This is an optimization exercise on Yosys and OpenROAD, whose aim is small area, not a production implementation.
For this run, only the layout was checked, not whether the RTL still works.
Power is estimated from default activity; no workload was simulated.

File: flow/design.v
package pmp_pkg;
  localparam int pmpaddrbits = 55;
  localparam logic [1:0] prv_m = 2'b11;
endpackage
module pmp_mchk_entry (
  input  logic [53:0] w,
  input  logic [54:0] a,
  input  logic [54:0] mk,
  output logic        lt,
  output logic        napot
);
  logic [126:0] g, e;
  logic [54:10] eqm;
  for (genvar i = 0; i < 64; i++) begin : g_leaf
    if (i < 54) begin : g_real
      assign g[i] = ~w[i] & a[i];
      assign e[i] = ~(w[i] ^ a[i]);
    end else begin : g_pad
      assign g[i] = 1'b0;
      assign e[i] = 1'b1;
    end
  end
  for (genvar l = 1; l <= 6; l++) begin : g_lvl
    localparam int IN  = 128 - (128 >> (l - 1));
    localparam int OUT = 128 - (128 >> l);
    for (genvar i = 0; i < (64 >> l); i++) begin : g_node
      assign g[OUT+i] = g[IN+2*i+1] | (e[IN+2*i+1] & g[IN+2*i]);
      assign e[OUT+i] = e[IN+2*i+1] & e[IN+2*i];
    end
  end
  assign lt = a[54] | g[126];
  for (genvar i = 10; i < 54; i++) begin : g_eqm
    assign eqm[i] = e[i] | mk[i];
  end
  assign eqm[54] = ~a[54] | mk[54];
  assign napot = &eqm;
endmodule
module pmp_mchk (
  input  logic              clk300p,
  input  logic              rstn,
  input  logic              cfg_we,
  input  logic              addr_we,
  input  logic [3:0]        cfg_idx,
  input  logic [7:0]        cfg_data,
  input  logic [54:0]       addr_data,
  input  logic [1:0]        prv,
  input  logic [1:0]        mpp,
  input  logic              mprv,
  input  logic [1:0]        req_valid,
  output logic [1:0]        req_ready,
  input  logic [1:0][55:0]  req_addr,
  input  logic [1:0][1:0]   req_acc,
  output logic [1:0]        rsp_valid,
  output logic [1:0]        rsp_ok,
  output logic [15:0]       fault_cnt,
  input  logic              cnt_clr
);
  logic [15:0]        cfg_l, cfg_tor, cfg_nap, cfg_x, cfg_w, cfg_r;
  logic [15:0][54:0]  addr_q;
  logic [15:0]        av;
  logic [15:0]        tor_lock, cfg_wen, addr_wen;
  logic [15:0][54:0]  mk;
  logic [1:0]         acc_en, ok_now;
  logic [1:0][53:0]   s0_w;
  logic [1:0][1:0]    s0_acc;
  logic [1:0]         s0_m;
  logic [1:0]         v1, v2, o2;
  logic [2:0]         n_fault;
  logic [16:0]        cnt_sum;
  assign req_ready = {2{!(cfg_we | addr_we)}};
  always_comb begin
    for (int i = 0; i < 16; i++) begin
      tor_lock[i] = (i < 15) ? (cfg_l[(i+1)%16] & cfg_tor[(i+1)%16]) : 1'b0;
      cfg_wen[i]  = cfg_we && cfg_idx == 4'(i) && !cfg_l[i];
      addr_wen[i] = addr_we && cfg_idx == 4'(i) && !cfg_l[i] && !tor_lock[i];
    end
  end
  always_ff @(posedge clk300p or negedge rstn) begin
    if (!rstn) begin
      cfg_l   <= '0;
      cfg_tor <= '0;
      cfg_nap <= '0;
      cfg_x   <= '0;
      cfg_w   <= '0;
      cfg_r   <= '0;
      av      <= '0;
    end else begin
      for (int i = 0; i < 16; i++) begin
        if (cfg_wen[i]) begin
          cfg_l[i]   <= cfg_data[7];
          cfg_tor[i] <= cfg_data[4:3] == 2'b01;
          cfg_nap[i] <= cfg_data[4:3] == 2'b11;
          cfg_x[i]   <= cfg_data[2];
          cfg_w[i]   <= cfg_data[1] & cfg_data[0];
          cfg_r[i]   <= cfg_data[0];
        end
        if (addr_wen[i]) av[i] <= 1'b1;
      end
    end
  end
  always_ff @(posedge clk300p) begin
    for (int i = 0; i < 16; i++)
      if (addr_wen[i]) addr_q[i] <= addr_data;
  end
  for (genvar e = 0; e < 16; e++) begin : g_mk
    assign mk[e][9:0] = '0;
    assign mk[e][10]  = addr_q[e][9];
    for (genvar i = 11; i < 55; i++) begin : g_bit
      assign mk[e][i] = mk[e][i-1] & addr_q[e][i-1];
    end
  end
  for (genvar c = 0; c < 2; c++) begin : g_ch
    logic [53:0] w;
    logic [1:0]  acc;
    logic        m, zhi, none_ok;
    logic [15:0] lt, lt_raw, nap_raw, match, allow;
    always_ff @(posedge clk300p) begin
      s0_w[c]   <= req_addr[c][55:2];
      s0_acc[c] <= req_acc[c];
      s0_m[c]   <= (((prv == pmp_pkg::prv_m) && mprv && (req_acc[c] != 2'b00)) ? mpp : prv) == pmp_pkg::prv_m;
    end
    assign w   = s0_w[c];
    assign acc = s0_acc[c];
    assign m   = s0_m[c];
    assign zhi = ~|w[53:10];
    for (genvar e = 0; e < 16; e++) begin : g_ent
      pmp_mchk_entry u_entry (
        .w    (w),
        .a    (addr_q[e]),
        .mk   (mk[e]),
        .lt   (lt_raw[e]),
        .napot(nap_raw[e])
      );
      assign lt[e] = av[e] & lt_raw[e];
      if (e == 0) begin : g_first
        assign match[e] = (cfg_tor[e] & lt[e]) |
                          (cfg_nap[e] & (av[e] ? nap_raw[e] : zhi));
      end else begin : g_rest
        assign match[e] = (cfg_tor[e] & ~lt[e-1] & lt[e]) |
                          (cfg_nap[e] & (av[e] ? nap_raw[e] : zhi));
      end
      assign allow[e] = (m & ~cfg_l[e]) |
                        (acc == 2'b00 ? cfg_x[e] : acc == 2'b01 ? cfg_r[e] : cfg_w[e]);
    end
    always_comb begin
      none_ok = m;
      for (int e = 15; e >= 0; e--)
        if (match[e]) none_ok = allow[e];
    end
    assign ok_now[c] = none_ok & (acc != 2'b11);
  end
  assign acc_en = req_valid & req_ready;
  always_ff @(posedge clk300p or negedge rstn) begin
    if (!rstn) begin
      v1 <= '0;
      v2 <= '0; o2 <= '0;
      rsp_valid <= '0;
      rsp_ok    <= '0;
    end else begin
      v1 <= acc_en;
      v2 <= v1;
      o2 <= v1 & ok_now;
      rsp_valid <= v2;
      rsp_ok    <= o2;
    end
  end
  always_comb begin
    n_fault = 3'(rsp_valid[0] & ~rsp_ok[0]) + 3'(rsp_valid[1] & ~rsp_ok[1]);
    cnt_sum = {1'b0, fault_cnt} + 17'(n_fault);
  end
  always_ff @(posedge clk300p or negedge rstn) begin
    if (!rstn)        fault_cnt <= '0;
    else if (cnt_clr) fault_cnt <= '0;
    else              fault_cnt <= cnt_sum[16] ? 16'hFFFF : cnt_sum[15:0];
  end
endmodule
File: flow/run.sh
#!/bin/bash
# synth_recipe.tcl (not shown) runs the flow's synth.tcl, then flattens the netlist and writes it again
# the make line also repeats each setting of config.mk as NAME=value (left out here)
make -C /OpenROAD-flow-scripts/flow DESIGN_CONFIG=/design/flow/config.mk WORK_HOME=/design/flow/orfs CLKGATE_MAP_FILE= SYNTH_SCRIPT=/design/flow/synth_recipe.tcl finish
File: flow/config.mk
export PLATFORM = sky130hd
export DESIGN_NAME = pmp_mchk
export DESIGN_NICKNAME = pmp_mchk
export VERILOG_FILES = /design/flow/design.v
export SDC_FILE = /design/flow/constraint.sdc
export NUM_CORES = 4
export LEC_CHECK = 0
export CAP_MARGIN = 35
export CORE_MARGIN = 2
export CORE_UTILIZATION = 40
export SLEW_MARGIN = 35
File: flow/constraint.sdc
create_clock -name core_clock -period 6.0 [get_ports {clk300p}]
set_input_delay 1.2000 -clock core_clock [delete_from_list [all_inputs] [get_ports {clk300p}]]
set_output_delay 1.2000 -clock core_clock [all_outputs]
set_load 0.01 [all_outputs]
==> results.toml <==
[status]
status = "no timing/DRC/antenna violations"

[logic_synthesis]
synth_top_family_by_area = "adder cells"
synth_compound_area_share_pct = 19.91
synth_cell_type_count = 94
yosysMostFrequentCell = "ha_1"
synth_top_area_share_pct = 29.64
yosys_warnings = 1
synthAdderAreaFrac_pct = 23.86
synthMuxAreaShare_pct = 0.9248
synth_area_um2 = 89160
synth_largest_area_cell = "edfxtp_1"
avgSynthCellArea_um2 = 9.849
synth-edff-count = 880
synthTopCellsByArea = "edfxtp_1, ha_1, a21oi_1"
ys_seq_area_share_pct = 36.07
synth.net_count = 10948
ys_seq_elements = 1132
ys.flop_type = "edfxtp_1"
synth-xor-area-share_pct = 0.09823
ys_async_sr_fraction_pct = 12.19
yosys.area_share.simple_pct = 17.59
synthTopCellsByCount = "ha_1, edfxtp_1, a21oi_1, nand2_1, nor2_1"
postSynthCellCount = 9053

[clocking]
post-cts-setup-buffer-count = 0
path_clk_slew_ns = 0.06
cts_tree = "yes"
cts_max_path_buffers = 3
ctsResizeCount = 0
cts.sinks = 1132
htreeDepth = 4
clk_latency_ns = 0.85
ctsHoldBuffers = 0
ctsRootBufferMaster = "clkbuf_16"
numCtsBuffers = 146

[routing]
vias_per_cell = 7.144
avgRoutedWirePerCell_um = 42.51
drtAntennaViolNets = 0
drt-total-wl_um = 551900
vias = 92745
drt-pass1-iter-count = 6
drt-initial-drc-count = 15890
drc = 0

[die]
die_area_um2 = 226700
die_w_um = 476.1
rows = 173
start_util_pct = 40.19
core_um2 = 221900
ioPinCount = 217
chipHeight_um = 476.1

[worst_setup_path]
reg2reg_to = "o2[1]"
cp-end-kind = "flip-flop"
reg2regPathDepth = 15
cp-start-kind = "flip-flop"
critPathSlowestCell = "a2111oi_0"
cp.required_ns = 6.69
crit_fanout = 6
max_stage_delay_ns = 0.88
crit_chain = "inv_1 > ha_1 > nand4_1 > nor2_1 > a221oi_1 > nand2_1 > a221oi_1 > buf_4 > a31oi_2 > nand2_1 > o21ai_0 > a2111oi_0 > o31ai_1 > a2111oi_0 > nor3_1"
crit_arrival_ns = 6.48
crit_type = "flip-flop to flip-flop"
rrSetupSlack_ns = 0.21
worstReg2RegStart = "s0_w[68]"

[sta]
fin_crit_ns = 5.788
slew-limit-headroom_pct = 29.93
timing.fmax_mhz = 172.8
worst_slew_pin_slew_ns = 1.050
slew_violations = 0
skew_ns = 0.03733
holdWs_ns = 0.3508
fin_ws_ns = 0.2122
grt_setup_unrepaired = "false"
finalSetupViolCount = 0
hold_violations = 0
period_share_pct = 96.46

[power_and_ir_drop]
finalPower_mw = 22.55
powerDensity_nw_per_um2 = 216.6
leakagePower_nw = 40.99
ir_drop_mv = 0.2801

[grt]
first_global_vias = 84097
gr-total-overflow = 0
grt_pass1_wl_um = 731600
grt_max_degree = 78
groute.usage.overall_pct = 46.98
antenna_found_initial = 123

[finish]
final_cells = 12983
area_growth_pct = 16.76
nFillCells = 20980
fin_nets = 11651
drive_above_1_share_pct = 9.142

[min_path]
hold_end = "rsp_valid[1]"
holdPathStages = 0
hold_path.class = "flip-flop to flip-flop"
hp-start = "v2[1]"

[placed_design]
post-place-ws_ns = 0.6812
dp.cells = 12579
numPortBuffers = 210
dp_hpwl_um = 401900
gp_congestion = 1.095

[run]
drv_cap = 0
cell families (layout without fill, tap and decap cells):
kind of cell             after synthesis  in the layout
buffers and inverters                363           1188
AND/OR/NAND/NOR                     3032           3032
other                                  0            130
XOR/XNOR                              10             10
flip-flops                          1132           1132
multiplexers                          77             77
adder cells (fa/ha/maj)             1700           1700
AO/OA/AOI/OAI                       2739           2739
layout by cell type (no fill, tap or decap), drive strengths merged, types with 129 or more instances in the layout:
master,netlist,final
a211oi,156,156
a21o,176,176
a21oi,728,728
a31oi,171,171
buf,7,463
clkbuf,80,192
clkdlybuf4s50,0,177
dfrtp,138,138
diode,0,130
edfxtp,880,880
ha,1699,1699
inv,274,277
nand2,715,715
nand3,392,392
nand4,385,385
nor2,501,501
nor3,256,256
nor4,210,210
o211ai,129,129
o21ai,524,524
o22ai,148,148
state kept, by name, summed over array words and instances (netlist names), 4 cells and up:
signal / count
cfg_r: 16
cfg_w: 16
cfg_tor: 16
cfg_x: 16
s0_acc: 4
av: 16
fault_cnt: 16
cfg_l: 16
s0_w: 108
addr_q: 880
cfg_nap: 16
where the power goes:
group | leakage (nW) | switching [mW] | internal (mW)
Sequential | 10.7 | 0.248 | 8.63
Combinational | 27.9 | 2.97 | 1.27
Clock | 2.43 | 4.06 | 5.37
Total | 41.0 | 7.28 | 15.3
worst max-delay path by stage:
stage | depth (start not counted) | from | end
2_1_floorplan | 3 | cfg_idx[0] | av[10]
3_3_place_gp | 16 | s0_w[83] | o2[1]
3_5_place_dp | 15 | s0_w[68] | o2[1]
4_1_cts | 15 | s0_w[68] | o2[1]
5_1_grt | 15 | s0_w[68] | o2[1]
6_report | 15 | s0_w[68] | o2[1]
metrics by stage:
stage	util, %	TNS [ns]	cell area [um^2]
finish	46.92	0	104100
global route	46.81	0	103800
CTS	46.73	0	103700
detailed placement	44.46	0	98650
global placement	44.40	0	98500
floorplan	-	-715.27	89180
worst max-delay path, delay by kind of cell (launching register included):
kind | cells | cell delay [ns]
flops | 1 | 0.32
simple gates | 5 | 1.04
buf+inv | 2 | 0.92
compound gates | 7 | 2.91
fa+ha+maj | 1 | 0.42
layout make-up:
class	instances	area, um^2	share of cell area (%)
well taps	2975	3722	3.576
flip-flops and latches	1132	32160	30.89
clock buffers	191	4146	3.983
repair buffers	642	5813	5.584
multi-input cells	7558	56010	53.80
diodes	130	325.3	0.3125
clock inverters	79	880.8	0.8461
inverters	276	1044	1.002
layer usage:
| metal | GRT usage, % | up-vias | part of all wire (%) |
|---|---|---|---|
| li1 | - | 38340 | - |
| met1 | 59.31 | 45420 | 37 |
| met2 | 65.58 | 7268 | 40 |
| met3 | 14.80 | 1685 | 13 |
| met4 | 37.83 | 32 | 9.3 |
| met5 | 0.3782 | - | 0.057 |

==> static timing again, ports no longer ideal <==
The flow's constraints put no driver on any port. The routed layout listed below was extracted and timed again, unchanged, in two steps. Step 1, drivers: a clkbuf_16 drives clk300p and a buf_2 each remaining input, both assumed. Step 2 moves the port delays by t, midway between the first and last clock arrival at a register: inputs arrive t later, outputs are due t later. That takes back most of the time a late clock gives input paths. a / b / c = ideal / step 1 / step 2; a / b = the first two.
t (ns): 0.922
setup slack, ns: 0.212 / 0.212 / 0.212
hold slack, ns: 0.351 / 0.351 / 0.351
worst setup path after step 2: register to register
cell pins on the clock port's net: 1
After both steps setup and hold are still met in this run. The setup slack of this run moves by 0.000 ns with the drivers and by 0.000 ns with both steps.
